Source: an optimization exercise on an open RTL-to-GDS flow (aim: small area, a short achievable clock period and few clock cycles per item). Production flows keep margins and buffers that such runs may drop.
In this exercise RTL edits were held to simulation tests only and were not proved equivalent to the original.
Power figures rest on the tool's default switching activity, not on a simulated workload.

==> flow/flow/run.sh <==
#!/bin/bash
# Own layout flow: the standard ORFS flow (standard.sh), unchanged except
#  - port buffers use a small fast buffer cell (every port still gets one);
set -euo pipefail
export BUFFER_PORTS_ARGS="-buffer_cell sky130_fd_sc_hd__buf_1"
export SETUP_SLACK_MARGIN=7.3
bash standard.sh > standard.log 2>&1
==> flow/standard.sh <==
#!/bin/bash
# synth_recipe.tcl (not shown) runs the flow's synth.tcl, then flattens the netlist and writes it again
# the make line also repeats each setting of config.mk as NAME=value (left out here)
make -C /OpenROAD-flow-scripts/flow DESIGN_CONFIG=/design/flow/config.mk WORK_HOME=/design/flow/orfs CLKGATE_MAP_FILE= SYNTH_SCRIPT=/design/flow/synth_recipe.tcl "${@:-finish}"
==> flow/config.mk <==
export PLATFORM = sky130hd
export DESIGN_NAME = pattern_date_time_parser_top
export DESIGN_NICKNAME = pattern_date_time_parser_top
export VERILOG_FILES = /design/flow/design.v
export SDC_FILE = /design/flow/constraint.sdc
export NUM_CORES = 4
export LEC_CHECK = 0
export ABC_AREA = 1
export CAP_MARGIN = 20
export CORE_MARGIN = 2
export CORE_UTILIZATION = 40
export CTS_BUF_LIST = sky130_fd_sc_hd__clkbuf_8
export CTS_CLUSTER_SIZE = 30
export SLEW_MARGIN = 20
export TNS_END_PERCENT = 20
==> flow/constraint.sdc <==
create_clock -name core_clock -period 10.5 [get_ports {i_clk}]
set_input_delay 2.1000 -clock core_clock [delete_from_list [all_inputs] [get_ports {i_clk}]]
set_output_delay 2.1000 -clock core_clock [all_outputs]
set_load 0.01 [all_outputs]
==> flow/design.v <==
package pdtp_pkg;
    localparam int          C_MAX_CODES = 16;
    localparam logic [3:0] C_CODE_SKIP       = 4'd0;
    localparam logic [3:0] C_CODE_YY         = 4'd1;
    localparam logic [3:0] C_CODE_YYYY       = 4'd2;
    localparam logic [3:0] C_CODE_MONTH_FLEX = 4'd3;
    localparam logic [3:0] C_CODE_MONTH      = 4'd4;
    localparam logic [3:0] C_CODE_DAY_FLEX   = 4'd5;
    localparam logic [3:0] C_CODE_DAY        = 4'd6;
    localparam logic [3:0] C_CODE_HOUR       = 4'd7;
    localparam logic [3:0] C_CODE_MINUTE     = 4'd8;
    localparam logic [3:0] C_CODE_SECOND     = 4'd9;
    localparam logic [0:0] C_REG_PATTERN_CODES  = 1'b0;
    localparam logic [0:0] C_REG_PATTERN_LENGTH = 1'b1;
    function automatic logic is_field(input logic [3:0] code);
        is_field = (code != 4'd0) && (code <= 4'd9);
    endfunction
    function automatic logic is_flex(input logic [3:0] code);
        is_flex = (code == C_CODE_MONTH_FLEX) || (code == C_CODE_DAY_FLEX);
    endfunction
endpackage
module pdtp_parse (
    input  logic        i_clk,
    input  logic        i_rst_n,
    input  logic        i_valid,
    input  logic        i_last,
    input  logic        i_dig,
    input  logic [3:0]  i_d,
    input  logic [63:0] i_codes,
    input  logic [4:0]  i_len,
    input  logic        i_out_stall,
    output logic        o_step,
    output logic        o_first,
    output logic        o_valid,
    output logic [50:0] o_data
);
    localparam logic [1:0] C_M_BAD = 2'd0;
    localparam logic [1:0] C_M_FEB = 2'd1;
    localparam logic [1:0] C_M_30  = 2'd2;
    localparam logic [1:0] C_M_31  = 2'd3;
    localparam logic [2:0] C_D_BAD = 3'd0;
    localparam logic [2:0] C_D_28  = 3'd1;    
    localparam logic [2:0] C_D_29  = 3'd2;
    localparam logic [2:0] C_D_30  = 3'd3;
    localparam logic [2:0] C_D_31  = 3'd4;
    logic [4:0]  r_idx;
    logic        r_act;          
    logic        r_ge1;          
    logic [3:0]  r_c0;           
    logic [1:0]  r_n;
    logic        r_bad, r_failed;
    logic [3:0]  r_a;            
    logic        r_fresh;        
    logic        r_clr;          
    logic        r_ov;           
    logic [13:0] r_year;
    logic        r_leap, r_ynz;
    logic [6:0]  r_month, r_day, r_hour, r_minute, r_second;
    logic [1:0]  r_mc;
    logic [2:0]  r_dc;
    logic        r_hok, r_mok, r_sok;
    logic        r_matched, r_valid;
    logic        zl, ld_y, ld_mon, ld_day, ld_hour, ld_min, ld_sec, ld_res;
    logic        exempt, fstep, k_base;
    logic [6:0]  t7;
    logic [3:0]  lo;
    logic        zero7;
    logic        step;
    logic [3:0]  c1, c2, cz;
    logic        act1, act2, actz;
    logic        run;
    logic        f0, flex0, y4, yy, isyear, f1, flex1;
    logic        badn, done_fx;
    logic        s_skip, s_fl0d, s_fl0n, s_fl1d, p2, s_fxd, s_fxm, adv1;
    logic        t2, t2f, t2b;
    logic [1:0]  n_n;
    logic        bad_n, failed_n;
    logic        wr7, wry, wrleap;
    logic        we_mon, we_day, we_hour, we_min, we_sec;
    logic [3:0]  hi;
    logic [6:0]  v7;
    logic [13:0] vy;
    logic [13:0] y_mac;
    logic        vleap, vynz;
    logic [1:0]  vmc;
    logic [2:0]  vdc;
    logic        vtok_h, vtok_m;
    logic        lo_zero, lo_div4;
    logic        matched;
    logic        day_ok, valid;
    logic [13:0] n_year;
    logic        n_leap, n_ynz;
    logic [6:0]  n_month, n_day, n_hour, n_minute, n_second;
    logic [1:0]  n_mc;
    logic [2:0]  n_dc;
    logic        n_hok, n_mok, n_sok;
    logic [15:0] fld;            
    logic [16:0] nf;             
    logic [95:0] ent;            
    logic [47:0] ent1, ent2, ent3;
    logic [5:0]  w0, w1, w2;
    logic [4:0]  idx_p1, idx_p2, idx_n;
    logic        ge_p2, ge_p3;
    function automatic logic [13:0] mul10_add(input logic [9:0] y, input logic [3:0] d);
        logic [13:0] a, b, c, s, cy, p, g, pp, gg, pn, gn;
        a  = {1'b0, y, 3'b000};
        b  = {3'b000, y, 1'b0};
        c  = {10'd0, d};
        s  = a ^ b ^ c;
        cy = {((a[12:0] & b[12:0]) | (a[12:0] & c[12:0]) | (b[12:0] & c[12:0])), 1'b0};
        p  = s ^ cy;
        g  = s & cy;
        pp = p;
        gg = g;
        for (int k = 1; k < 14; k = k * 2) begin
            pn = pp;
            gn = gg;
            for (int i = k; i < 14; i++) begin
                gn[i] = gg[i] | (pp[i] & gg[i - k]);
                pn[i] = pp[i] & pp[i - k];
            end
            pp = pn;
            gg = gn;
        end
        mul10_add = p ^ {gg[12:0], 1'b0};
    endfunction
    assign exempt = r_fresh && !i_last;
    assign step   = i_valid && (exempt || !r_ov);
    assign fstep  = step && !exempt;
    always_comb begin
        for (int i = 0; i < 16; i++)
            fld[i] = (5'(i) < i_len) && pdtp_pkg::is_field(i_codes[4*i +: 4]);
        nf[16] = 1'b1;
        for (int i = 15; i >= 0; i--)
            nf[i] = nf[i + 1] && !fld[i];
        for (int i = 0; i < 16; i++)
            ent[6*i +: 6] = {5'(i) < i_len, nf[i + 1], i_codes[4*i +: 4]};
        for (int k = 0; k < 8; k++) begin
            ent1[6*k +: 6] = ent[6*(2*k+1) +: 6];
            ent2[6*k +: 6] = (k < 7) ? ent[6*(2*k+2) +: 6] : 6'b010000;
            ent3[6*k +: 6] = (k < 7) ? ent[6*(2*k+3) +: 6] : 6'b010000;
        end
    end
    always_comb begin
        w0   = ent1[6*r_idx[3:1] +: 6];
        w1   = ent2[6*r_idx[3:1] +: 6];
        w2   = ent3[6*r_idx[3:1] +: 6];
        act1 = r_idx[0] ? w1[5] : w0[5];
        act2 = r_idx[0] ? w2[5] : w1[5];
        c1   = r_idx[0] ? w1[3:0] : w0[3:0];
        c2   = r_idx[0] ? w2[3:0] : w1[3:0];
        ge_p2 = r_idx[0] ? w1[4] : w0[4];
        ge_p3 = r_idx[0] ? w2[4] : w1[4];
        cz   = i_codes[3:0];
        actz   = i_len != 5'd0;
        idx_p1 = 5'(r_idx + 5'd1);
        idx_p2 = 5'(r_idx + 5'd2);
        run    = !r_failed && r_act;
        f0     = pdtp_pkg::is_field(r_c0);
        flex0  = pdtp_pkg::is_flex(r_c0);
        y4     = (r_c0 == pdtp_pkg::C_CODE_YYYY);
        yy     = (r_c0 == pdtp_pkg::C_CODE_YY);
        isyear = yy || y4;
        f1     = pdtp_pkg::is_field(c1);
        flex1  = pdtp_pkg::is_flex(c1);
        badn   = r_bad || !i_dig;
        done_fx = y4 ? (r_n == 2'd3) : (r_n == 2'd1);
        s_skip = run && !f0;                             
        s_fl0d = run && flex0 && !r_n[0] && i_dig;       
        s_fl0n = run && flex0 && !r_n[0] && !i_dig;      
        s_fl1d = run && flex0 && r_n[0] && i_dig;        
        p2     = run && flex0 && r_n[0] && !i_dig;       
        s_fxd  = run && f0 && !flex0 && done_fx;         
        s_fxm  = run && f0 && !flex0 && !done_fx;        
        adv1   = s_skip || s_fl1d || s_fxd;
        t2     = !act1 || !f1;
        t2f    = act1 && flex1;
        t2b    = act1 && f1 && !flex1;
        wr7    = (s_fl0d && i_last) || s_fl1d || p2 || (s_fxd && !isyear);
        wry    = run && isyear && (r_n != 2'd0);
        idx_n    = adv1 ? idx_p1 : p2 ? (t2 ? idx_p2 : idx_p1) : r_idx;
        n_n      = s_fl0d ? 2'd1 : (s_fl1d || s_fxd) ? 2'd0 :
                   s_fxm ? 2'(r_n + 2'd1) : p2 ? {1'b0, t2b} : r_n;
        bad_n    = s_fxd ? 1'b0 : s_fxm ? badn : p2 ? t2b : r_bad;
        failed_n = s_fl0n || (p2 && t2f) || r_failed;
        matched = !r_failed && r_ge1 &&
                  (!r_act || !f0 || (flex0 && (r_n[0] || i_dig)) || (!flex0 && done_fx));
        t7    = 7'(7'(i_d) + 7'(r_a) * 7'd10);
        lo    = p2 ? r_a : i_d;
        hi    = (p2 || s_fl0d) ? 4'd0 : r_a;
        zero7 = badn && !(p2 || s_fl0d);
        v7    = p2 ? 7'(r_a) : s_fl0d ? 7'(i_d) : badn ? 7'd0 : t7;
        y_mac = mul10_add(r_year[9:0], i_d);
        vy   = badn ? (yy ? 14'd1900 : 14'd0) :
               (r_n == 2'd1) ? (yy ? 14'(14'd1900 + 14'(t7)) : 14'(t7)) : y_mac;
        if (badn)
            vynz = yy;
        else if (r_n == 2'd1)
            vynz = yy || (r_a != 4'd0) || (i_d != 4'd0);
        else
            vynz = r_ynz || (i_d != 4'd0);
        lo_zero = (r_a == 4'd0) && (i_d == 4'd0);
        lo_div4 = !i_d[0] && (r_a[0] == i_d[1]);
        wrleap  = wry && ((y4 && r_n == 2'd1) || done_fx);
        vleap   = (y4 && r_n == 2'd1) ? lo_div4 :
                  (!badn && (lo_zero ? (y4 && r_leap) : lo_div4));
        vmc = C_M_BAD;
        vdc = C_D_BAD;
        if (!zero7) begin
            if (hi == 4'd0) begin
                case (lo)
                    4'd1, 4'd3, 4'd5, 4'd7, 4'd8: vmc = C_M_31;
                    4'd2:                         vmc = C_M_FEB;
                    4'd4, 4'd6, 4'd9:             vmc = C_M_30;
                    default:                      vmc = C_M_BAD;
                endcase
                vdc = (lo != 4'd0) ? C_D_28 : C_D_BAD;
            end else if (hi == 4'd1) begin
                vmc = (lo == 4'd0 || lo == 4'd2) ? C_M_31 :
                      (lo == 4'd1) ? C_M_30 : C_M_BAD;
                vdc = C_D_28;
            end else if (hi == 4'd2) begin
                vdc = (lo == 4'd9) ? C_D_29 : C_D_28;
            end else if (hi == 4'd3) begin
                vdc = (lo == 4'd0) ? C_D_30 : (lo == 4'd1) ? C_D_31 : C_D_BAD;
            end
        end
        vtok_h = zero7 || (hi < 4'd2) || (hi == 4'd2 && lo < 4'd4);
        vtok_m = zero7 || (hi < 4'd6);
        we_mon  = wr7 && (r_c0 == pdtp_pkg::C_CODE_MONTH_FLEX || r_c0 == pdtp_pkg::C_CODE_MONTH);
        we_day  = wr7 && (r_c0 == pdtp_pkg::C_CODE_DAY_FLEX   || r_c0 == pdtp_pkg::C_CODE_DAY);
        we_hour = wr7 && (r_c0 == pdtp_pkg::C_CODE_HOUR);
        we_min  = wr7 && (r_c0 == pdtp_pkg::C_CODE_MINUTE);
        we_sec  = wr7 && (r_c0 == pdtp_pkg::C_CODE_SECOND);
        n_year   = wry     ? vy     : (r_clr ? 14'd0 : r_year);
        n_ynz    = wry     ? vynz   : (!r_clr && r_ynz);
        n_leap   = wrleap  ? vleap  : (!r_clr && r_leap);
        n_month  = we_mon  ? v7     : (r_clr ? 7'd0 : r_month);
        n_mc     = we_mon  ? vmc    : (r_clr ? C_M_BAD : r_mc);
        n_day    = we_day  ? v7     : (r_clr ? 7'd0 : r_day);
        n_dc     = we_day  ? vdc    : (r_clr ? C_D_BAD : r_dc);
        n_hour   = we_hour ? v7     : (r_clr ? 7'd0 : r_hour);
        n_hok    = we_hour ? vtok_h : (r_clr || r_hok);
        n_minute = we_min  ? v7     : (r_clr ? 7'd0 : r_minute);
        n_mok    = we_min  ? vtok_m : (r_clr || r_mok);
        n_second = we_sec  ? v7     : (r_clr ? 7'd0 : r_second);
        n_sok    = we_sec  ? vtok_m : (r_clr || r_sok);
        day_ok = (n_dc == C_D_28) ||
                 (n_dc == C_D_29 && (n_mc != C_M_FEB || n_leap)) ||
                 (n_dc == C_D_30 && n_mc != C_M_FEB) ||
                 (n_dc == C_D_31 && n_mc == C_M_31);
        valid  = matched && n_ynz && (n_mc != C_M_BAD) && day_ok && n_hok && n_mok && n_sok;
        if (i_last && !matched) begin
            n_year   = 14'd0;
            n_month  = 7'd0;
            n_day    = 7'd0;
            n_hour   = 7'd0;
            n_minute = 7'd0;
            n_second = 7'd0;
        end
    end
    always_ff @(posedge i_clk) begin
        if (!i_rst_n) begin
            r_idx    <= '0;
            r_n      <= '0;
            r_bad    <= 1'b0;
            r_failed <= 1'b0;
            r_fresh  <= 1'b1;
            r_clr    <= 1'b1;
            r_ov     <= 1'b0;
        end else begin
            if (step) begin
                r_idx    <= i_last ? 5'd0 : idx_n;
                r_n      <= i_last ? 2'd0 : n_n;
                r_bad    <= i_last ? 1'b0 : bad_n;
                r_failed <= i_last ? 1'b0 : failed_n;
                r_fresh  <= i_last;
            end
            if (fstep)
                r_clr    <= i_last;
            r_ov <= (step && i_last) || (r_ov && i_out_stall);
        end
    end
    always_ff @(posedge i_clk) begin
        if (step) begin
            if (i_last) begin
                r_c0  <= cz;
                r_act <= actz;
                r_ge1 <= nf[1];
            end else if (adv1 || (p2 && !t2)) begin
                r_c0  <= c1;
                r_act <= act1;
                r_ge1 <= ge_p2;
            end else if (p2) begin
                r_c0  <= c2;
                r_act <= act2;
                r_ge1 <= ge_p3;
            end
        end else if (r_idx == 5'd0) begin
            r_c0  <= cz;
            r_act <= actz;
            r_ge1 <= nf[1];
        end
    end
    always_ff @(posedge i_clk) begin
        if (step)
            r_a      <= i_d;
        if (fstep) begin
            r_ynz    <= n_ynz;
            r_leap   <= n_leap;
            r_mc     <= n_mc;
            r_dc     <= n_dc;
            r_hok    <= n_hok;
            r_mok    <= n_mok;
            r_sok    <= n_sok;
        end
    end
    always_comb begin
        zl      = i_last && !matched;
        k_base  = !fstep || (!r_clr && !zl);
        ld_y    = fstep && wry && !zl;
        ld_mon  = fstep && we_mon && !zl;
        ld_day  = fstep && we_day && !zl;
        ld_hour = fstep && we_hour && !zl;
        ld_min  = fstep && we_min && !zl;
        ld_sec  = fstep && we_sec && !zl;
        ld_res  = step && i_last;
    end
    always_ff @(posedge i_clk) begin
        r_year    <= ({14{ld_y}}    & vy) | ({14{k_base && !(fstep && wry)}}    & r_year);
        r_month   <= ({7{ld_mon}}   & v7) | ({7{k_base && !(fstep && we_mon)}}  & r_month);
        r_day     <= ({7{ld_day}}   & v7) | ({7{k_base && !(fstep && we_day)}}  & r_day);
        r_hour    <= ({7{ld_hour}}  & v7) | ({7{k_base && !(fstep && we_hour)}} & r_hour);
        r_minute  <= ({7{ld_min}}   & v7) | ({7{k_base && !(fstep && we_min)}}  & r_minute);
        r_second  <= ({7{ld_sec}}   & v7) | ({7{k_base && !(fstep && we_sec)}}  & r_second);
        r_matched <= (ld_res && matched) | (!ld_res && r_matched);
        r_valid   <= (ld_res && valid)   | (!ld_res && r_valid);
    end
    assign o_step  = step;
    assign o_first = r_fresh;
    assign o_valid = r_ov;
    assign o_data  = {r_year, r_month, r_day, r_hour, r_minute, r_second, r_matched, r_valid};
endmodule
module pattern_date_time_parser_top (
    input  logic                i_clk,
    input  logic                i_rst_n,
    input  logic                i_in_valid,
    output logic                o_in_stall,
    input  logic [8:0]          i_in_data,
    output logic                o_out_valid,
    input  logic                i_out_stall,
    output logic [50:0]         o_out_data,
    input  logic                i_cfg_wr_en,
    input  logic [0:0]          i_cfg_index,
    input  logic [63:0]         i_cfg_wdata
);
    logic [63:0] r_codes;
    logic [4:0]  r_len;          
    logic        r_cz;           
    logic [4:0]  len;            
    logic        r_hv;           
    logic [5:0]  r_head;
    logic        r_stall;
    logic        hv_n, last_n, first_n, ov_n, first, ov;
    logic [5:0]  in_item;
    logic        in_dig;
    logic        step;
    logic        head_load;
    always_ff @(posedge i_clk) begin
        if (!i_rst_n) begin
            r_len <= '0;
            r_cz  <= 1'b1;
        end else if (i_cfg_wr_en) begin
            if (i_cfg_index == pdtp_pkg::C_REG_PATTERN_CODES)
                r_cz <= 1'b0;
            else
                r_len <= i_cfg_wdata[4] ? 5'd16 : {1'b0, i_cfg_wdata[3:0]};
        end
    end
    always_ff @(posedge i_clk) begin
        if (i_cfg_wr_en && i_cfg_index == pdtp_pkg::C_REG_PATTERN_CODES)
            r_codes <= i_cfg_wdata;
    end
    assign len = r_cz ? 5'd0 : r_len;
    assign in_dig  = (i_in_data[8:5] == 4'd3) && (i_in_data[4:1] <= 4'd9);
    assign in_item = {i_in_data[0], in_dig, i_in_data[4:1]};
    assign head_load  = !r_hv || step;
    assign o_in_stall = r_stall;
    always_comb begin
        hv_n    = head_load ? i_in_valid : r_hv;
        last_n  = head_load ? i_in_data[0] : r_head[5];
        first_n = step ? r_head[5] : first;
        ov_n    = (step && r_head[5]) || (ov && i_out_stall);
    end
    always_ff @(posedge i_clk) begin
        if (!i_rst_n) begin
            r_hv    <= 1'b0;
            r_stall <= 1'b0;
        end else begin
            r_hv    <= hv_n;
            r_stall <= hv_n && ov_n && !(first_n && !last_n);
        end
    end
    always_ff @(posedge i_clk) begin
        if (head_load)
            r_head <= in_item;
    end
    pdtp_parse u_parse (
        .i_clk       (i_clk),
        .i_rst_n     (i_rst_n),
        .i_valid     (r_hv),
        .i_last      (r_head[5]),
        .i_dig       (r_head[4]),
        .i_d         (r_head[3:0]),
        .i_codes     (r_codes),
        .i_len       (len),
        .i_out_stall (i_out_stall),
        .o_step      (step),
        .o_first     (first),
        .o_valid     (ov),
        .o_data      (o_out_data)
    );
    assign o_out_valid = ov;
endmodule
==> results list, run 1 <==
* Via count normalized by instance count: 5.274
* Via count of the routed design: 8196
* Maximum single-stage delay on the critical path: 0.44 ns
* Share of synthesized area occupied by flip-flops and latches: 45.39%
- Yosys printed 2 warnings.
- Across all hold checks on the routed design, the worst slack comes to 0.4606 ns.
- Kind of critical path: reg2out
* Compound-gate portion of the synthesized area: 17.12%
* Combinational power share: 13.7%
* Layout overhead on the synthesized area: 13.84%
- The worst setup path is captured at a primary output.
* Initial Utilization: 40.57%
* Launching instance or port of the critical path: u_parse.r_year[0]
- Latest clock arrival within the worst-skew pair: 0.48 ns
- At the worst endpoint, the required time is 8.40 ns.
- In this run the power spent charging and discharging nets is 0.4100 mW.
- Across all setup checks in the final design, the least slack found is 7.309 ns.
- Leakage power of the design: 4.153 nW
- TritonCTS built the clock tree.
- The via count of the first global-routing pass was 7663.
* Proportion of synthesized area in mux cells: 0%
* Mean Syn Cell Area: 8.116 µm²
* Final Critical Period: 3.191 ns
- Port buffering added 131 buffers.
- Number of buffers on the longest clock path: 2
- Worst-path cell with the longest stage delay: sky130_fd_sc_hd__dfxtp_1
* Worst-case headroom to the max-slew limit: 44.78%
- At the pin with the least slew margin, the transition time is 0.8196 ns.
* Combined buffer and inverter count along the critical path: 1
- Number of optimization iterations in the first detailed-route pass: 5
- Antenna violations before repair: 0
- Combined area of the multi-input logic cells: 0.004259 mm²
* Max Clock Freq: 0.3134 GHz
- In this run the number of H-tree levels came out at 4.
- Clock root buffer master: sky130_fd_sc_hd__clkbuf_8
- Share of post-route cells with drive strength above 1: 6.935%
- Portion of total power attributed to the clock network: 34.3%
* Largest clock skew in the final design: 0.01619 ns
- DRC violations left: 0
- Horizontal die dimension: 155.1 µm
* Number of enable flip-flop cells after synthesis: 92
* First-pass GRT wire length: 38.54 mm
- Maximum VDD drop: 0.00008421 V
- After synthesis, the largest family of logic cells by area is simple AND/OR/NAND/NOR gates.
* Die area: 0.02405 mm²
- Min-delay worst type: reg2reg
- Period utilisation layout: 30.39%
- Internal power comes to 0.9804 mW.
- In the synthesized netlist, the number of instances is 1125.
- In this run the standard cell core region covers 0.02250 mm².
- Setup repair after global routing could not meet its margin everywhere.
* WL per Instance: 15.53 µm
* Most common cell after layout, fill and taps aside: sky130_fd_sc_hd__nand2_1
- Antenna-violating nets left: 0
* Cell breakdown of the critical path: buf_1
- Number of synthesized register bits: 161
* Reg power frac: 52.0%
- Before CTS, the worst setup slack after placement is 6.951 ns.
- Summing the areas of all fa, ha and maj instances in the mapped netlist gives 5.262% of the synthesized area.
* Startpoint kind of the worst setup timing path: register
* Maxcap violations: 0
- The synthesized netlist occupies a cell area of 0.009130 mm².
- Filler Cell Count: 2283
- After the first detailed-routing iteration, the DRC count stood at 569.
* Synthesized Nets: 1240
* Worst Path Max Fanout: 4
- Synth async-reset ratio: 0%
- Number of endpoints failing setup at the final stage: 0
- The floorplan step set the die height to 155.1 µm.
- Number of buffers created by CTS: 17
- Worst EP arrival: 1.09 ns
* HP Start: u_parse.r_year[13]
- The total count of hold-check failures in the final report is 0.
- Placed wire-length estimate: 18.29 mm
- Global-route congestion overflow total: 0
- CP delay by family, top: flip-flops
- Sw frac: 29.49%
- 132 I/O pins were placed.
- Most frequently used flop master after synthesis: sky130_fd_sc_hd__edfxtp_1
- Sequential cell area: 0.004146 mm²
- Leaving out fill and tap cells, the most frequent cells in the layout are sky130_fd_sc_hd__nand2_1, sky130_fd_sc_hd__inv_1, sky130_fd_sc_hd__buf_1.
- Status: timing/DRC/antenna clean
- Clock-pin slew was measured on the worst setup and hold paths at 0.10 ns.
- Dividing total power by cell area gives a power density of 133.8 mW/mm².
- Clock net sink count: 161
- Area share of xor/xnor cells in the synthesized design: 1.535%
- In this run the core area contains 55 standard-cell rows.
* GP Congestion: 0.9233
* Launch point of the worst reg-to-reg path: r_head[5]
- Pin count of the biggest net entering global routing: 66
- Ant diodes: 0
- Cells fill 46.19% of the core in the end.
- The count of final max-slew check failures came to 0.
- The synthesized netlist devotes 22.54% of its cell area to simple gates.
- For this run, the post-layout net count is 1371.
* Aggregate routed wire length: 24.13 mm
* GRT Resource Usage Total: 20.20%
- Distinct cells, synth: 58
- Adding up every negative setup slack in the final design gives 0 ns.
==> state kept, by name, indices dropped and copies added, names as in the netlist, 5 cells and up, named ones only <==
signal / cells
u_parse.r_second: 7
u_parse.r_hour: 7
u_parse.r_year: 14
r_head: 6
r_len: 5
r_codes: 64
u_parse.r_idx: 5
u_parse.r_month: 7
u_parse.r_minute: 7
u_parse.r_day: 7
==> final timing paths <==
| path | end | slack, ns | cells after the start |
|---|---|---|---|
| hold / removal | u_parse.r_year[13] | 0.46 | 2 |
| setup / recovery | o_out_data[37] | 7.31 | 1 |
| hold reg to reg | u_parse.r_year[13] | 0.46 | 2 |
| setup reg to reg | u_parse.r_day[5] | 7.53 | 9 |
==> synth_stat cells, types with 7 or more instances <==
cell                       instances  area share, %
sky130_fd_sc_hd__edfxtp_1         92             30
sky130_fd_sc_hd__ha_1             32            4.4
sky130_fd_sc_hd__o22ai_1          43            2.9
sky130_fd_sc_hd__nor2_2            7           0.48
sky130_fd_sc_hd__a21oi_1          59            3.2
sky130_fd_sc_hd__nand2_1         227            9.3
sky130_fd_sc_hd__o211ai_1         18            1.5
sky130_fd_sc_hd__nand4_1          25            1.7
sky130_fd_sc_hd__nand3_1          68            3.7
sky130_fd_sc_hd__xor2_1           10           0.96
sky130_fd_sc_hd__dfxtp_1          69             15
sky130_fd_sc_hd__clkbuf_1         10           0.41
sky130_fd_sc_hd__a22oi_1           7           0.58
sky130_fd_sc_hd__inv_2            10           0.41
sky130_fd_sc_hd__nand2_2           7           0.48
sky130_fd_sc_hd__o21ai_0          79            4.3
sky130_fd_sc_hd__buf_2             7           0.38
sky130_fd_sc_hd__nor2_1          103            4.2
sky130_fd_sc_hd__inv_1           149            6.1
sky130_fd_sc_hd__o21ai_1          12           0.66
==> through the flow <==
step	instance area (µm²)	std cells	total power, mW
CTS	10310	1550	1.399
detailed placement	9892	1518	0.9213
global placement	9892	1518	0.9201
finish	10390	1554	1.390
floorplan	9150	1125	0.8606
global route	10390	1554	1.461
==> power groups by stage <==
stage               Combinational, mW  Sequential (mW)  Clock, mW
global route                    0.216            0.726      0.518
CTS                             0.185            0.722      0.491
finish                          0.191            0.723      0.477
detailed placement              0.184            0.737          0
global placement                0.183            0.737          0
floorplan                       0.133            0.728          0
==> cell type report <==
class                           count  share of cell area [%]
Clock buffer                       17                   2.251
Timing Repair Buffer              139                   5.598
Clock inverter                     15                   1.673
Inverter                          162                   6.176
Sequential cell                   161                   39.89
Multi-Input combinational cell    775                   40.98
Tap cell                          285                   3.431
==> per-layer routing <==
metal / vias to the layer above / part of all wire [%] / GRT usage, % / routed length (µm)
met5: - / 0 / 0 / 0
met4: 0 / 2.9 / 8.025 / 711
met3: 54 / 4.6 / 3.816 / 1107
met2: 238 / 51 / 36.36 / 12270
met1: 3764 / 42 / 23.72 / 10040
li1: 4140 / - / - / -
==> timing repair <==
action,in CTS,in global routing
pin swaps,0,1
cloned,0,1
setup endpoints to repair,9,48
hold buffers,0,0
resized for setup,3,12
setup buffers,0,3
==> logic make-up (layout without fill, tap and decap cells) <==
family | after synthesis | after routing
compound gates | 260 | 260
fa+ha+maj | 36 | 36
flops | 161 | 161
buf+inv | 189 | 333
simple gates | 463 | 463
xor+xnor | 16 | 16
Testbench counts, summed over its fixed seeds: cycles 233,181, chars 233,009.
==> run 2: changes to the inputs <==
--- a/flow/config.mk
+++ b/flow/config.mk
@@ -13,3 +13,3 @@
 export CTS_CLUSTER_SIZE = 30
+export PLACE_DENSITY = 0.75
 export SLEW_MARGIN = 20
-export TNS_END_PERCENT = 20
==> run 2 against run 1 <==
Against the previous run: synthesized cell count unchanged; die area unchanged; highest routed layer unchanged; routed wire length down 3.1%; non-clock buffer count down 2; utilization down 0.12 points; clock-buffer cell count unchanged; sequential power about the same; flip-flop and latch count unchanged; worst hold slack worse by 0.0071 ns; final cell count down 0.13%.
==> results list, run 2 <==
- The run finished with no timing, DRC or antenna violations.
- Of all cell types, the one taking the most synthesized area is sky130_fd_sc_hd__edfxtp_1.
- The number of placed I/O pins is 132 (unchanged).
- Period utilisation layout: 30.05% (-0.34 points)
- Final Critical Period: 3.156 ns (-0.03531 ns)
- Layout overhead on the synthesized area: 13.54%
- The number of synthesized register bits is 161 (unchanged).
* Placed wire-length estimate: 17.85 mm (-2.4%)
* Share of synthesized area occupied by flip-flops and latches: 45.39% (unchanged)
- Maximum VDD drop: 0.0001012 V (+20%)
- Number of endpoints failing setup at the final stage: 0 (unchanged)
* End point of the most critical hold path: u_parse.r_year[13]
- Synth async-reset ratio: 0% (unchanged)
* Kind of critical path: reg2out
- In this run the worst hold path is classified as reg2reg.
- The post-synthesis instance area was 0.009130 mm² (unchanged).
- Total Nets Final: 1369 (-0.15%)
- Initial Utilization: 40.57% (unchanged)
* Launch point of the worst reg-to-reg path: u_parse.r_idx[0]
- Number of cells on the worst hold path: 2 (unchanged)
- Pin count of the biggest net entering global routing: 66 (unchanged)
- The routed wire length is 23.39 mm (-3.1%).
* Pwr per Cell Area: 134.5 mW/mm² (+0.51%)
- Via count of the routed design: 8233 (+0.45%)
- Register-to-register path setup slack: 7.50 ns (-0.03 ns)
- r_codes holds more flip-flops than any other register.
* Startpoint kind of the worst setup timing path: register
- Maxcap violations: 0 (unchanged)
- The number of input and output port buffers inserted is 131 (unchanged).
- Combined buffer and inverter count along the critical path: 1 (unchanged)
* Htree depth: 4 (unchanged)
* Core ar.: 0.02250 mm² (unchanged)
- Worst Path Required: 8.40 ns (about the same)
* Final core utilization: 46.07% (-0.12 points)
- The via count of the first global-routing pass is 7790 (+1.7%).
- The number of nets produced by synthesis is 1240 (unchanged).
- Antenna-violating nets left: 0 (unchanged)
- The total grt overflow is 0 (unchanged).
- The latest clock arrival within the worst-skew pair is 0.48 ns (about the same).
- The relative slew slack came to 43.58% (-1.2 points).
- Leakage power of the design: 4.140 nW (-0.31%)
- The violation count after the first detailed-routing iteration came to 650 (+14%).
- The largest fanout on the critical path came to 4 (unchanged).
- Worst-path cell with the longest stage delay: sky130_fd_sc_hd__dfxtp_1
* Path depth of the worst reg2reg path: 11 (+2)
* Number of enable flip-flop cells after synthesis: 92 (unchanged)
- The post-detailed-route via-to-cell ratio was 5.305 (+0.58%).
- RSZ-0062 raised after global routing: yes
- The TritonCTS sink count is 161 (unchanged).
- Largest registers: r_codes x64, u_parse.r_year x14
* Worst EP arrival: 1.06 ns (-0.03 ns)
- The signal on the critical path passes through buf_1.
- The total count of hold-check failures in the final report is 0 (unchanged).
- The post-synthesis area per instance came to 8.116 µm² (unchanged).
* Ant diodes: 0 (unchanged)
- Most frequently used flop master after synthesis: sky130_fd_sc_hd__edfxtp_1
- Critical register-to-register path endpoint: u_parse.r_c0[1]
* Critical Path Sink Type: primary output
* Number of optimization iterations in the first detailed-route pass: 5 (unchanged)
- The setup total negative slack came to 0 ns (unchanged).
* Area contributors post-synth: sky130_fd_sc_hd__edfxtp_1, sky130_fd_sc_hd__dfxtp_1, sky130_fd_sc_hd__nand2_1
- Post-synth top area share: 30.26% (unchanged)
* Count of pins over their slew limit: 0 (unchanged)
- TritonCTS built the clock tree.
* Largest clock skew in the final design: 0.01630 ns (+0.0001147 ns)
* Post-Synthesis Cells: 1125 (unchanged)
- GRT Resource Usage Total: 19.61% (-0.59 points)
* Minimum hold slack: 0.4535 ns (-0.007141 ns)
* Most common cell after layout, fill and taps aside: sky130_fd_sc_hd__nand2_1
- Clock tree synthesis selected as its root buffer the cell sky130_fd_sc_hd__clkbuf_8.
- The pin slew with the least headroom to its limit is 0.8375 ns (+0.01786 ns).
* CP delay by family, top: flip-flops
- Number of buffers inserted for hold repair after clock tree synthesis: 0 (unchanged)
- The clock buffer count from CTS came to 17 (unchanged).
* Share of post-route cells with drive strength above 1: 7.340% (+0.41 points)
- Most numerous cell in the Yosys netlist: sky130_fd_sc_hd__nand2_1
- The floorplan die area is 0.02405 mm² (unchanged).
- The average wire per cell in the routed design is 15.07 µm (-3.0%).
- The clock-pin slew of the registers on the worst-case setup and hold paths came to 0.09 ns (about the same).
- DRC violations left: 0 (unchanged)
- First-pass GRT wire length: 37.78 mm (-2.0%)
- In this run the most critical hold path is launched from u_parse.r_year[13].
- Counting instances in the post-synthesis netlist gives the leading cell types as sky130_fd_sc_hd__nand2_1, sky130_fd_sc_hd__inv_1, sky130_fd_sc_hd__nor2_1.
* Core Rows: 55 (unchanged)
- The number of unique standard cell types used by synthesis was 58 (unchanged).
* Maximum single-stage delay on the critical path: 0.41 ns (-0.03 ns)
* GP Congestion: 0.9537 (+3.3%)
* Antenna violations before repair: 0 (unchanged)
- The flip-flop count of the largest register, all copies and words added came to 64 (unchanged).
- YS warnings: 2 (unchanged)
- Horizontal die dimension: 155.1 µm (unchanged)
- The deepest clock path buffer count was 2 (unchanged).
* Commonest cells after routing, fill and taps aside: sky130_fd_sc_hd__nand2_1, sky130_fd_sc_hd__inv_1, sky130_fd_sc_hd__buf_1
- The floorplan die height was 155.1 µm (unchanged).
- The highest achievable clock rate was 0.3169 GHz (+1.1%).
## run 2: cell count changes in the layout (fill, tap and decap cells not counted), sizes merged
cell | before | now
buf | 138 | 135
inv | 167 | 166
clkinv | 7 | 6
clkinvlp | 1 | 2
bufinv | 2 | 3
clkbuf | 18 | 19
## run 2: how the worst max path moves through the flow
stage,startpoint,to,cells after the start
global placement,i_cfg_wr_en,r_codes[25],4
detailed placement,i_cfg_wr_en,r_codes[26],4
finish,u_parse.r_year[6],o_out_data[43],1
CTS,u_parse.r_year[1],o_out_data[38],1
global route,r_len[1],u_parse.r_c0[1],13
floorplan,i_cfg_wr_en,r_codes[0],2
## run 2: per-layer routing
metal	share of wire, %	wire, µm	GRT usage (%)	vias to the layer above
met3	5.6	1312	4.067	44
met5	0	0	0	-
met1	42	9714	23.38	3755
met4	2.6	601	7.143	0
li1	-	-	-	4122
met2	50	11760	34.92	312
## run 2: power by group
group	switching (mW)	leakage [nW]	internal [mW]	total, mW
Combinational	0.128	2.50	0.0598	0.187
Clock	0.255	0.214	0.230	0.485
Sequential	0.0229	1.43	0.698	0.721
Total	0.405	4.14	0.989	1.39
## run 2: cells by family (layout without fill, tap and decap cells)
group | count (synthesis) | count (layout) | synth area share (%)
buffers and inverters | 189 | 331 | 8.154
adders and majority gates | 36 | 36 | 5.262
DFF | 161 | 161 | 45.39
and+or+nand+nor | 463 | 463 | 22.54
xor gates and xnor gates | 16 | 16 | 1.535
AOI/OAI and AO/OA | 260 | 260 | 17.12
## run 2: worst reg2reg max path: stages, from the launching register on
cell,delay (ns)
sky130_fd_sc_hd__dfxtp_1,0.62
sky130_fd_sc_hd__clkinv_1,0.60
sky130_fd_sc_hd__nand3_1,0.26
sky130_fd_sc_hd__nand2_1,0.11
sky130_fd_sc_hd__inv_1,0.08
sky130_fd_sc_hd__nand2_1,0.06
sky130_fd_sc_hd__o21ai_1,0.16
sky130_fd_sc_hd__nand2_1,0.16
sky130_fd_sc_hd__o21ai_4,0.27
sky130_fd_sc_hd__inv_2,0.11
sky130_fd_sc_hd__o211ai_1,0.24
sky130_fd_sc_hd__nand2_1,0.09
## run 2: repair_timing
| action | 4_1_cts | 5_1_grt |
|---|---|---|
| endpoints found under the setup margin | 9 | 40 |
| gates resized for setup | 5 | 13 |
| setup buffers | 0 | 2 |
## run 2: area by class of cell
type | count | area (µm²)
clock buffers | 17 | 234.0
flip-flops and latches | 161 | 4150
inverters | 162 | 631.9
clock inverters | 15 | 183.9
multi-input cells | 775 | 4263
repair buffers | 137 | 546.8
fillers | 2220 | 12140
well taps | 285 | 356.6
## run 2: through the flow
stage               instances  power (mW)  cell area [µm²]  setup WS (ns)
finish                   1552       1.394            10370          7.344
detailed placement       1518      0.9195             9892          6.944
CTS                      1550       1.396            10320          7.306
global route             1552       1.453            10370          7.255
global placement         1518      0.9158             9892          6.976
floorplan                1125      0.8606             9150          7.014
==> run 3: changes to the inputs <==
--- a/flow/config.mk
+++ b/flow/config.mk
@@ -13,3 +13,2 @@
 export CTS_CLUSTER_SIZE = 30
-export PLACE_DENSITY = 0.75
 export SLEW_MARGIN = 20
==> run 3 against run 2 <==
Against the previous run: clock power fell by 4%; total power fell by 1.0%; fmax rose by 0.58%; critical endpoint is now o_out_data[45].
==> results list, run 3 <==
- Filler Cell Count: 2263 (+1.9%)
- The number of H-tree levels was 4 (unchanged).
- The post-route fraction of the period consumed by the critical path came to 29.88% (-0.17 points).
- Via count normalized by instance count: 5.204 (-1.9%)
- The final number of setup-violating endpoints is 0 (unchanged).
- Combined buffer and inverter count along the critical path: 1 (unchanged)
- Worst Path Required: 8.40 ns (about the same)
- The fraction of synthesis flops using an asynchronous set or reset pin came to 0% (unchanged).
* Number of buffers on the longest clock path: 2 (unchanged)
- Number of buffers created by CTS: 17 (unchanged)
- The share of total power in sequential cells was 52.4% (+0.6 points).
- By area, the combinational part of the netlist is dominated by simple AND/OR/NAND/NOR gates.
- Pwr per Cell Area: 132.7 mW/mm² (-1.3%)
* Aggregate routed wire length: 23.85 mm (+2.0%)
- The number of input and output port buffers inserted came to 131 (unchanged).
* Critical register-to-register path endpoint: u_parse.r_year[10]
- The number of antenna diodes is 0 (unchanged).
* Leakage power of the design: 4.136 nW (about the same)
- Number of enable flip-flop cells after synthesis: 92 (unchanged)
- First-pass GRT wire length: 39.21 mm (+3.8%)
- Post-Synthesis Cells: 1125 (unchanged)
* Core Rows: 55 (unchanged)
- The minimum setup slack after placement was 6.942 ns (-0.001310 ns).
- Worst Path Max Fanout: 4 (unchanged)
* Layout overhead on the synthesized area: 13.84%
- Maximum VDD drop: 0.00007144 V (-29%)
- Setup repair after global routing left no endpoint under its margin.
* HP Start: u_parse.r_year[13]
- Path depth of the worst reg2reg path: 17 (+6)
* Top-level I/O count: 132 (unchanged)
- The critical path is of the reg2out type.
- Clock net sink count: 161 (unchanged)
- Net switching power: 0.4316 mW (+6.5%)
- Final worst setup slack: 7.363 ns (+0.01812 ns)
- Number of synthesized register bits: 161 (unchanged)
- Worst-case headroom to the max-slew limit: 45.06% (+1.5 points)
- Area contributors post-synth: sky130_fd_sc_hd__edfxtp_1, sky130_fd_sc_hd__dfxtp_1, sky130_fd_sc_hd__nand2_1
- The via count of the first global-routing pass is 7716 (-0.95%).
- WL per Instance: 15.35 µm (+1.9%)
- TritonCTS built the clock tree.
- Among cell families on the critical path, the largest total delay comes from flip-flops.
- The post-route core utilization was 46.19% (+0.12 points).
* Clock slew at reported path FFs: 0.11 ns (+0.02 ns)
- GP Congestion: 0.9182 (-3.7%)
- The floorplan core area came to 0.02250 mm² (unchanged).
- Ranked by instance count, the synthesized netlist is headed by sky130_fd_sc_hd__nand2_1, sky130_fd_sc_hd__inv_1, sky130_fd_sc_hd__nor2_1.
- The setup total negative slack was 0 ns (unchanged).
- The starting utilization of the core area was 40.57% (unchanged).
- Leaving out fill and tap cells, the most frequent cell in the layout is sky130_fd_sc_hd__nand2_1.
- The worst register-to-register path begins at r_head[2].
* Register-to-register path setup slack: 7.51 ns (about the same)
- Die area: 0.02405 mm² (unchanged)
- Design internal power: 0.9477 mW (-4.1%)
* Pin count of the biggest net entering global routing: 66 (unchanged)
* Antenna violations before repair: 0 (unchanged)
- Distinct cells, synth: 58 (unchanged)
- The pin slew with the least headroom to its limit came to 0.8154 ns (-0.02208 ns).
- The die width came to 155.1 µm (unchanged).
* Post-synth top area share: 30.26% (unchanged)
- Startpoint kind of the worst setup timing path: register
- Global-route congestion overflow total: 0 (unchanged)
- The share of synthesized cell area in and, or, nand and nor gates came to 22.54% (unchanged).
- Worst-path cell with the longest stage delay: sky130_fd_sc_hd__dfxtp_1
* DRC violations left: 0 (unchanged)
* Count of pins over their slew limit: 0 (unchanged)
- The critical path's largest stage delay is 0.40 ns (about the same).
- Most frequently used flop master after synthesis: sky130_fd_sc_hd__edfxtp_1
- Area share of xor/xnor cells in the synthesized design: 1.535% (unchanged)
* Number of violations reported at the end of detailed-routing iteration 0: 540 (-17%)
- By instance count, the leading cell after synthesis is sky130_fd_sc_hd__nand2_1.
- Largest clock skew in the final design: 0.01884 ns (+0.002533 ns)
- The largest registers in the layout are r_codes x64, u_parse.r_year x14.
* Area leader, netlist: sky130_fd_sc_hd__edfxtp_1
- Clock root buffer master: sky130_fd_sc_hd__clkbuf_8
- The highest achievable clock rate is 0.3187 GHz (+0.58%).
- Commonest cells after routing, fill and taps aside: sky130_fd_sc_hd__nand2_1, sky130_fd_sc_hd__inv_1, sky130_fd_sc_hd__buf_1
- Share of synthesized area occupied by flip-flops and latches: 45.39% (unchanged)
- The clock share of power came to 33.9% (-0.9 points).
- The max-capacitance violation count came to 0 (unchanged).
* Proportion of synthesized area in mux cells: 0% (unchanged)
* Critical Path Sink Type: primary output
- The antenna violation net count after detailed routing is 0 (unchanged).
- Number of optimization iterations in the first detailed-route pass: 5 (unchanged)
* Share of post-route cells with drive strength above 1: 7.565% (+0.22 points)
- Cell breakdown of the critical path: buf_1
* Compound-gate portion of the synthesized area: 17.12% (unchanged)
- Final Critical Period: 3.137 ns (-0.01812 ns)
- GRT Resource Usage Total: 20.43% (+0.83 points)
* Placed wire-length estimate: 18.04 mm (+1.1%)
- Synth Area in Adders: 5.262% (unchanged)
- The post-synthesis instance area is 0.009130 mm² (unchanged).
- Number of cells on the worst hold path: 2 (unchanged)
- The number of nets in the final layout came to 1371 (+0.15%).
- Status: timing/DRC/antenna clean
- Top register by number of flip-flops: r_codes
- Worst EP arrival: 1.04 ns (-0.02 ns)
- The flip-flop count of the largest register, all copies and words added came to 64 (unchanged).
- Latest clock arrival within the worst-skew pair: 0.47 ns (about the same)
- YS warnings: 2 (unchanged)
* Synthesized Nets: 1240 (unchanged)
* Combinational power share: 13.7% (+0.3 points)
* End point of the most critical hold path: u_parse.r_year[13]
* Number of buffers inserted for hold repair after clock tree synthesis: 0 (unchanged)
- Min-delay worst type: reg2reg
- Sw frac: 31.29% (+2.2 points)
* Via count of the routed design: 8087 (-1.8%)
- Chip Height: 155.1 µm (unchanged)
* Mean Syn Cell Area: 8.116 µm² (unchanged)
* Final Hold Violating Endpoints: 0 (unchanged)
run 3: cell counts after synthesis:
No cell type changed its count.
run 3: kinds of logic (layout without fill, tap and decap cells):
| group | count (synthesis) | after routing |
|---|---|---|
| compound gates | 260 | 260 |
| xor+xnor | 16 | 16 |
| simple gates | 463 | 463 |
| flops | 161 | 161 |
| fa+ha+maj | 36 | 36 |
| buf+inv | 189 | 333 |
run 3: layout make-up:
type                    instances  area (µm²)  share of cell area, %
flip-flops and latches        161        4154                  39.97
repair buffers                139       568.0                  5.465
inverters                     162       645.6                  6.212
well taps                     285       356.6                  3.431
multi-input cells             775        4264                  41.03
clock buffers                  18       247.7                  2.384
clock inverters                14       157.7                  1.517
run 3: how the worst max path moves through the flow:
| stage | start | endpoint | slack, ns | depth (start not counted) |
|---|---|---|---|---|
| after global routing | u_parse.r_year[5] | o_out_data[42] | 7.30 | 1 |
| final | u_parse.r_year[8] | o_out_data[45] | 7.36 | 1 |
| after CTS | u_parse.r_year[1] | o_out_data[38] | 7.31 | 1 |
| after floorplan | i_cfg_wr_en | r_codes[0] | 7.01 | 2 |
| after global placement | i_cfg_wr_en | r_codes[24] | 6.96 | 4 |
| after detailed placement | i_cfg_wr_en | r_codes[27] | 6.94 | 4 |
run 3: routing by layer:
layer | up-vias | track usage (%) | wire length (µm)
met1 | 3694 | 24.74 | 10010
li1 | 4117 | - | -
met3 | 47 | 3.621 | 1013
met5 | - | 0 | 0
met4 | 0 | 7.407 | 685
met2 | 229 | 36.42 | 12150
run 3: worst min-delay path, cell delays in order, from the launching register on:
cell                      delay, ns
sky130_fd_sc_hd__dfxtp_1       0.32
sky130_fd_sc_hd__nand2_1       0.06
sky130_fd_sc_hd__nand2_1       0.04
run 3: what timing repair did:
action,in CTS,in global routing
setup buffers,0,3
pin swaps,0,1
cloned,0,0
resized for setup,5,20
endpoints found under the setup margin,9,43
run 3: metrics by stage:
step	instances	hold slack (ns)	cell area, µm²	power, mW
floorplan	1125	0.4438	9150	0.8606
global placement	1518	0.4368	9892	0.9195
detailed placement	1518	0.4430	9892	0.9210
CTS	1550	0.4616	10310	1.389
global route	1554	0.4848	10390	1.449
finish	1554	0.4553	10390	1.379
run 3: power by group through the flow:
stage	Sequential (mW)	Clock [mW]	Combinational [mW]
2_1_floorplan	0.728	0	0.133
3_3_place_gp	0.737	0	0.183
3_5_place_dp	0.737	0	0.184
4_1_cts	0.723	0.481	0.185
5_1_grt	0.727	0.506	0.216
6_report	0.723	0.467	0.189
==> run 4: changes to the inputs <==
--- a/flow/config.mk
+++ b/flow/config.mk
@@ -11,4 +11,2 @@
 export CORE_UTILIZATION = 40
-export CTS_BUF_LIST = sky130_fd_sc_hd__clkbuf_8
-export CTS_CLUSTER_SIZE = 30
 export SLEW_MARGIN = 20
==> run 4 against run 3 <==
Against the previous run: still clean on timing, DRC and antenna; global-route usage increased by 0.081 points; flip-flop and latch count did not move; synthesized cell count unchanged; clock power increased by 34%; via count is 0.20% lower; sequential power about the same.
==> results list, run 4 <==
- Status: timing/DRC/antenna clean
- The number of nets produced by synthesis came to 1240 (unchanged).
* Placed wire-length estimate: 18.04 mm (unchanged)
- Die area: 0.02405 mm² (unchanged)
- The total grt overflow was 0 (unchanged).
- The reg-to-reg setup timing slack is 7.51 ns (about the same).
* Post-Synthesis Cells: 1125 (unchanged)
- Worst Path Max Fanout: 4 (unchanged)
- YS warnings: 2 (unchanged)
- In this run the critical register-to-register path is launched from r_head[2].
- Pin count of the biggest net entering global routing: 66 (unchanged)
* Dpl cell area: 0.009892 mm² (unchanged)
- Synth async-reset ratio: 0% (unchanged)
- Max Clock Freq: 0.3191 GHz (about the same)
* Most common cell after layout, fill and taps aside: sky130_fd_sc_hd__nand2_1
- The routability-driven placement congestion ratio is 0.9182 (unchanged).
- Most frequent cells after synthesis: sky130_fd_sc_hd__nand2_1, sky130_fd_sc_hd__inv_1, sky130_fd_sc_hd__nor2_1
- Largest clock skew in the final design: 0.01856 ns (-0.0002773 ns)
* Share of synthesized area occupied by flip-flops and latches: 45.39% (unchanged)
* Initial Utilization: 40.57% (unchanged)
- The data arrival at the endpoint of the critical path is 1.03 ns (about the same).
- Maximum VDD drop: 0.0001117 V (+56%)
- Pwr per Cell Area: 145.6 mW/mm² (+9.7%)
- The fraction of final layout cells sized beyond drive strength 1 came to 7.013% (-0.55 points).
* Min-delay worst type: reg2reg
- Launching instance or port of the critical path: u_parse.r_year[3]
* Sequential cell area: 0.004145 mm² (-0.21%)
- The initial antenna violation count came to 0 (unchanged).
- The setup path with the least slack is of type reg2out.
* Clock net sink count: 161 (unchanged)
- Number of buffers on the longest clock path: 2 (unchanged)
- Aggregate routed wire length: 23.85 mm (about the same)
- The biggest area contributor in the post-synthesis netlist is sky130_fd_sc_hd__edfxtp_1.
* Via count normalized by instance count: 5.194 (-0.20%)
* Total Nets Final: 1371 (unchanged)
* Period utilisation layout: 29.85% (about the same)
- Clock slew at reported path FFs: 0.07 ns (-0.04 ns)
- Critical Path Sink Type: primary output
- In this design, the largest share of critical-path delay is due to flip-flops.
- The number of input and output port buffers inserted was 131 (unchanged).
* CTS tree: yes
- Number of optimization iterations in the first detailed-route pass: 5 (unchanged)
- The die width was 155.1 µm (unchanged).
- Setup repair after global routing left no endpoint under its margin.
- Clock root buffer master: sky130_fd_sc_hd__clkbuf_16
* Worst Path Required: 8.40 ns (about the same)
- The minimum clock period came to 3.134 ns (-0.003120 ns).
- Stages on worst setup path: 1 (unchanged)
- The setup total negative slack came to 0 ns (unchanged).
* Critical register-to-register path endpoint: u_parse.r_year[10]
* First-pass GRT wire length: 39.25 mm (about the same)
* Count of pins over their slew limit: 0 (unchanged)
- The total count of hold-check failures in the final report is 0 (unchanged).
- The floorplan die height was 155.1 µm (unchanged).
- Mean Syn Cell Area: 8.116 µm² (unchanged)
- Post-synth top area share: 30.26% (unchanged)
* Actual slew at the worst max-slew pin: 0.8178 ns (+0.002336 ns)
* Number of flip-flops under the largest register name: 64 (unchanged)
* Capture point of the worst path: o_out_data[40]
- On the critical path, the stage with the largest delay is an instance of sky130_fd_sc_hd__dfxtp_1.
* Filler Cell Count: 2240 (-1.0%)
- The number of synthesized register bits is 161 (unchanged).
- The antenna violation net count after detailed routing is 0 (unchanged).
* Combined buffer and inverter count along the critical path: 1 (unchanged)
- For this run, the leading register cell type out of synthesis is sky130_fd_sc_hd__edfxtp_1.
* Startpoint kind of the worst setup timing path: register
- Leaving out fill and tap cells, the most frequent cells in the layout are sky130_fd_sc_hd__nand2_1, sky130_fd_sc_hd__inv_1, sky130_fd_sc_hd__buf_1.
- The number of H-tree levels was 4 (unchanged).
- The critical path's largest stage delay was 0.42 ns (+0.02 ns).
* Ant diodes: 0 (unchanged)
* Largest registers: r_codes x64, u_parse.r_year x14
- Number of endpoints failing setup at the final stage: 0 (unchanged)
* Leakage power of the design: 4.221 nW (+2.0%)
* Combined area of the multi-input logic cells: 0.004264 mm² (unchanged)
- Final std cell area, no fill: 0.01058 mm² (+1.8%)
* Area contributors post-synth: sky130_fd_sc_hd__edfxtp_1, sky130_fd_sc_hd__dfxtp_1, sky130_fd_sc_hd__nand2_1
- Layout overhead on the synthesized area: 15.88%
* Number of global-route vias before repair: 7714 (-0.026%)
- Top register by number of flip-flops: r_codes
- The max-capacitance violation count came to 0 (unchanged).
- The average wire per cell in the routed design came to 15.34 µm (about the same).
- Cell Area, Synth: 0.009130 mm² (unchanged)
* Core Rows: 55 (unchanged)
* Path depth of the worst reg2reg path: 17 (unchanged)
- Worst-case headroom to the max-slew limit: 44.91% (-0.16 points)
- The floorplan core area was 0.02250 mm² (unchanged).
- The violation count after the first detailed-routing iteration was 522 (-3.3%).
- The overall routing resource usage came to 20.52% (+0.081 points).
- Distinct cells, synth: 58 (unchanged)
- The hold buffer count at cts came to 0 (unchanged).
- Number of enable flip-flop cells after synthesis: 92 (unchanged)
* Cell breakdown of the critical path: buf_1
* Latest clock arrival within the worst-skew pair: 0.45 ns (-0.02 ns)
- sky130_fd_sc_hd__nand2_1 is the most common cell in the netlist.
* DRC violations left: 0 (unchanged)
- Top-level I/O count: 132 (unchanged)
* Number of buffers created by CTS: 17 (unchanged)
* Via count of the routed design: 8071 (-0.20%)
-- run 4: kinds of logic after synthesis --
family | share of synthesized area [%]
and+or+nand+nor | 22.54
AOI/OAI and AO/OA | 17.12
xor gates and xnor gates | 1.535
buffers and inverters | 8.154
DFF | 45.39
adders and majority gates | 5.262
-- run 4: through the flow --
step	worst slack [ns]	hold slack [ns]	util (%)	total power [mW]	std cells
2_1_floorplan	7.014	0.4438	-	0.8606	1125
3_3_place_gp	6.961	0.4368	43.96	0.9195	1518
3_5_place_dp	6.942	0.4430	43.96	0.9210	1518
4_1_cts	7.326	0.4566	46.64	1.548	1550
5_1_grt	7.305	0.4802	47.02	1.610	1554
6_report	7.366	0.4503	47.02	1.541	1554
-- run 4: tightest hold or removal path, stage by stage (launching register included) --
cell	delay [ns]
sky130_fd_sc_hd__dfxtp_1	0.31
sky130_fd_sc_hd__nand2_1	0.06
sky130_fd_sc_hd__nand2_1	0.04
-- run 4: metal layers --
layer,wire [µm],track usage (%),share of wire (%),up-vias
met5,0,0,0,-
met3,1064,3.677,4.5,46
li1,-,-,-,4123
met1,9948,24.77,42,3660
met4,609,7.407,2.6,0
met2,12220,36.63,51,242
-- run 4: worst min path at each step --
stage | from | to | slack [ns] | cells past startpoint
global placement | u_parse.r_year[13] | u_parse.r_year[13] | 0.44 | 2
global route | u_parse.r_year[10] | u_parse.r_year[10] | 0.48 | 2
CTS | u_parse.r_year[13] | u_parse.r_year[13] | 0.46 | 2
finish | u_parse.r_year[13] | u_parse.r_year[13] | 0.45 | 2
floorplan | u_parse.r_bad | u_parse.r_bad | 0.44 | 2
detailed placement | u_parse.r_year[10] | u_parse.r_year[10] | 0.44 | 2
-- run 4: repair_timing --
action,in CTS,in global routing
setup buffers,0,3
gates resized for setup,2,17
pin swaps,0,1
endpoints found under the setup margin,6,40
-- run 4: cell type report --
cell class              count  share of cell area (%)
multi-input cells         775                   40.30
clock inverters            14                   1.490
flip-flops and latches    161                   39.18
repair buffers            139                   5.404
well taps                 285                   3.370
inverters                 162                   6.102
clock buffers              18                   4.151
-- run 4: power by group --
| part | total [mW] | switching, mW | internal (mW) |
|---|---|---|---|
| Sequential | 0.723 | 0.0240 | 0.699 |
| Combinational | 0.189 | 0.127 | 0.0619 |
| Clock | 0.628 | 0.302 | 0.327 |
| Total | 1.54 | 0.453 | 1.09 |
==> run 5: changes to the inputs <==
--- a/flow/flow/run.sh
+++ b/flow/flow/run.sh
@@ -5,3 +5,3 @@
 export BUFFER_PORTS_ARGS="-buffer_cell sky130_fd_sc_hd__buf_1"
-export SETUP_SLACK_MARGIN=7.3
+export SETUP_SLACK_MARGIN=7.4
 bash standard.sh > standard.log 2>&1
==> run 5 against run 4 <==
Against the previous run: largest cell class unchanged; worst hold slack about the same; first-iteration DRC count increased by 1.9%; register-to-register slack improved by 0.13 ns; critical path type unchanged; sequential share of layout area decreased by 0.23 points; fmax increased by 1.9%.
==> results list, run 5 <==
- Post-route met1 wirelength: 9.983 mm (+0.35%)
* Htree depth: 4 (unchanged)
- RSZ-0062 raised after global routing: yes
- Min-delay worst type: reg2reg
* Area leader, netlist: sky130_fd_sc_hd__edfxtp_1
- By count the netlist is led by sky130_fd_sc_hd__nand2_1, sky130_fd_sc_hd__inv_1, sky130_fd_sc_hd__nor2_1.
* Number of violations reported at the end of detailed-routing iteration 0: 532 (+1.9%)
* Clock slew at reported path FFs: 0.07 ns (about the same)
* GP Congestion: 0.9182 (unchanged)
- The floorplan die height came to 155.1 µm (unchanged).
- Placed Cells incl. Taps: 1518 (unchanged)
- Ant diodes: 0 (unchanged)
- For this run, the leading register cell type out of synthesis is sky130_fd_sc_hd__edfxtp_1.
- Antenna-violating nets left: 0 (unchanged)
- Number of flip-flops under the largest register name: 64 (unchanged)
* Core Rows: 55 (unchanged)
- The post-detailed-route via-to-cell ratio is 5.221 (+0.53%).
- Most common cell after layout, fill and taps aside: sky130_fd_sc_hd__nand2_1
- Count of pins over their slew limit: 0 (unchanged)
- The wire length of the first global-routing pass is 39.26 mm (about the same).
- The pin slew with the least headroom to its limit is 0.8090 ns (-0.008741 ns).
- The number of enable flip-flop cells after synthesis is 92 (unchanged).
* Antenna violations before repair: 0 (unchanged)
- Layout overhead on the synthesized area: 17.03%
* Maximum single-stage delay on the critical path: 0.38 ns (-0.04 ns)
* Worst EP arrival: 0.98 ns (-0.05 ns)
* WL per Instance: 15.41 µm (+0.41%)
* Worst-case headroom to the max-slew limit: 45.50% (+0.59 points)
* Post-Synthesis Cells: 1125 (unchanged)
- Critical Path Sink Type: primary output
- More flip-flops sit in one register than any other, and that register is r_codes.
- Signal routing reaches up to met4.
- Combined buffer and inverter count along the critical path: 1 (unchanged)
- Number of endpoints failing setup at the final stage: 0 (unchanged)
- Number of standard cells in the final layout excluding fillers: 1560 (+0.39%)
* CTS tree: yes
- The overall via count from detail_route is 8145 (+0.92%).
- In the layout the commonest cells are sky130_fd_sc_hd__nand2_1, sky130_fd_sc_hd__inv_1, sky130_fd_sc_hd__buf_1.
- Sum of met2 wire segment lengths after detailed routing: 12.38 mm (+1.2%)
- Most numerous cell in the Yosys netlist: sky130_fd_sc_hd__nand2_1
- The leakage power summed over all cells was 4.289 nW (+1.6%).
- The number of synthesized register bits is 161 (unchanged).
- Largest registers: r_codes x64, u_parse.r_year x14
* Worst Path Max Fanout: 4 (unchanged)
- Synth async-reset ratio: 0% (unchanged)
* Number of optimization iterations in the first detailed-route pass: 6 (+1)
- Area contributors post-synth: sky130_fd_sc_hd__edfxtp_1, sky130_fd_sc_hd__dfxtp_1, sky130_fd_sc_hd__nand2_1
- The routed wire length was 24.04 mm (+0.80%).
* Status: timing/DRC/antenna clean
* Number of buffers created by CTS: 17 (unchanged)
- Number of global-route vias before repair: 7715 (+0.013%)
- Share of post-route cells with drive strength above 1: 9.255% (+2.2 points)
* Startpoint kind of the worst setup timing path: register
* Die area: 0.02405 mm² (unchanged)
- Top-level I/O count: 132 (unchanged)
* Latest clock arrival within the worst-skew pair: 0.45 ns (about the same)
* Pwr per Cell Area: 144.6 mW/mm² (-0.69%)
- Number of buffers on the longest clock path: 2 (unchanged)
- Among all stages on the critical path, the largest delay is contributed by sky130_fd_sc_hd__dfxtp_2.
- The critical path required time came to 8.40 ns (about the same).
- The clock skew was 0.01597 ns (-0.002585 ns).
- Initial Utilization: 40.57% (unchanged)
* Net switching power: 0.4557 mW (+0.52%)
* Total Nets Final: 1377 (+0.44%)
- Sum Neg Setup Slack: 0 ns (unchanged)
- The max-capacitance violation count was 0 (unchanged).
- Clock root buffer master: sky130_fd_sc_hd__clkbuf_16
- The TritonCTS sink count is 161 (unchanged).
* Maximum VDD drop: 0.0001134 V (+1.5%)
- Share of synthesized area occupied by flip-flops and latches: 45.39% (unchanged)
- Combinational power share: 12.5% (+0.2 points)
* Max Clock Freq: 0.3250 GHz (+1.9%)
- The met3 wire length came to 1.062 mm (-0.19%).
- Distinct cells, synth: 58 (unchanged)
* Core ar.: 0.02250 mm² (unchanged)
- The minimum clock period came to 3.077 ns (-0.05707 ns).
* Pin count of the biggest net entering global routing: 66 (unchanged)
- The clock share of power was 40.7% (about the same).
- DRC violations left: 0 (unchanged)
- The total count of hold-check failures in the final report came to 0 (unchanged).
- Port buffer count: 131 (unchanged)
- The fraction of power spent switching nets was 29.49% (+0.066 points).
- CP delay by family, top: flip-flops
- The cell-internal power was 1.089 mW (+0.20%).
- The fraction of post-synthesis cell area in the top cell type by area came to 30.26% (unchanged).
- Reg power frac: 46.8% (about the same)
- Synthesized Nets: 1240 (unchanged)
* GRT Resource Usage Total: 20.52% (about the same)
* Mean Syn Cell Area: 8.116 µm² (unchanged)
- Global-route congestion overflow total: 0 (unchanged)
- The die width is 155.1 µm (unchanged).
* Period utilisation layout: 29.31% (-0.54 points)
- By startpoint and endpoint, the worst setup path is classified as reg2out.
* Cell breakdown of the critical path: buf_1
- Cell Area, Synth: 0.009130 mm² (unchanged)
- The hold buffer count at cts came to 0 (unchanged).
- YS warnings: 2 (unchanged)
* Placed wire-length estimate: 18.04 mm (unchanged)
[run 5: cell counts after synthesis]
Identical to the previous run, type by type.
[run 5: cell families (layout without fill, tap and decap cells)]
| family | Yosys count | in the layout | share of synthesized area (%) |
|---|---|---|---|
| simple gates | 463 | 463 | 22.54 |
| fa+ha+maj | 36 | 36 | 5.262 |
| xor+xnor | 16 | 16 | 1.535 |
| compound gates | 260 | 260 | 17.12 |
| flops | 161 | 161 | 45.39 |
| buf+inv | 189 | 339 | 8.154 |
[run 5: worst paths after layout]
check	start	end	slack, ns	cells past startpoint
min	u_parse.r_year[13]	u_parse.r_year[13]	0.45	2
max	u_parse.r_year[3]	o_out_data[40]	7.42	1
max reg2reg	r_cz	u_parse.r_ge1	7.64	16
min reg2reg	u_parse.r_year[13]	u_parse.r_year[13]	0.45	2
[run 5: worst min-delay path, cell delays in order, from the launching register on]
cell and delay (ns):
sky130_fd_sc_hd__dfxtp_1 0.31, sky130_fd_sc_hd__nand2_1 0.06, sky130_fd_sc_hd__nand2_1 0.04
[run 5: repair_timing]
action                                  CTS  global route
gates cloned                              0             1
pin swaps                                 0             8
resized for setup                        16            31
buffers inserted                          1             7
endpoints found under the setup margin   19           111
[run 5: area by class of cell]
| type | count | area, µm² |
|---|---|---|
| inverter | 162 | 651.9 |
| timing repair buffer | 145 | 649.4 |
| clock buffer | 18 | 439.2 |
| tap | 285 | 356.6 |
| fill | 2233 | 11820 |
| multi-input combinational | 775 | 4269 |
| clock inverter | 14 | 157.7 |
| sequential | 161 | 4161 |
[run 5: per-layer routing]
layer	global-route usage, %	vias to the layer above
met4	7.407	0
met5	0	-
met3	3.677	47
li1	-	4134
met2	36.63	230
met1	24.79	3734
[run 5: power groups by stage]
stage	sequential (mW)	combinational (mW)	clock, mW
finish	0.722	0.193	0.629
CTS	0.723	0.186	0.639
global route	0.726	0.221	0.667
floorplan	0.728	0.133	0
detailed placement	0.737	0.184	0
global placement	0.737	0.183	0
[run 5: metrics by stage]
step	hold WS (ns)	total power [mW]	util, %	cell area (µm²)	setup WS, ns
floorplan	0.4438	0.8606	-	9150	7.014
global placement	0.4368	0.9195	43.96	9892	6.961
CTS	0.4566	1.548	46.76	10520	7.403
detailed placement	0.4430	0.9210	43.96	9892	6.942
global route	0.4802	1.614	47.48	10690	7.391
finish	0.4503	1.545	47.48	10690	7.423

==> what the ideal ports hide <==
In the flow no input, the clock included, has a driving cell. The finished layouts below were timed again as built, in two steps. Step 1 assumes that a clkbuf_16 drives the clock port and a buf_2 every other input. Step 2 times the ports against the registers' clock, not the clock port: input delays grow and output delays shrink by t, the midpoint of the rising clock arrivals with the driver on. Three values: ideal ports, drivers, drivers and shift; two values: the first two.
| run | t, ns | setup WS [ns] | slew at the worst register clock pin (ns) |
|---|---|---|---|
| run 1 | 0.510 | 7.309 / 7.269 / 6.967 | 0.10 / 0.10 |
| run 2 | 0.514 | 7.344 / 7.308 / 6.979 | 0.10 / 0.10 |
| run 3 | 0.499 | 7.363 / 7.325 / 6.953 | 0.11 / 0.11 |
| run 4 | 0.481 | 7.366 / 7.323 / 7.114 | 0.08 / 0.08 |
| run 5 | 0.487 | 7.423 / 7.378 / 7.111 | 0.08 / 0.08 |
After both steps every run listed still meets setup and hold. For run 3, which loses most, drivers alone change the setup slack by -0.038 ns; drivers and shift together by -0.410 ns.
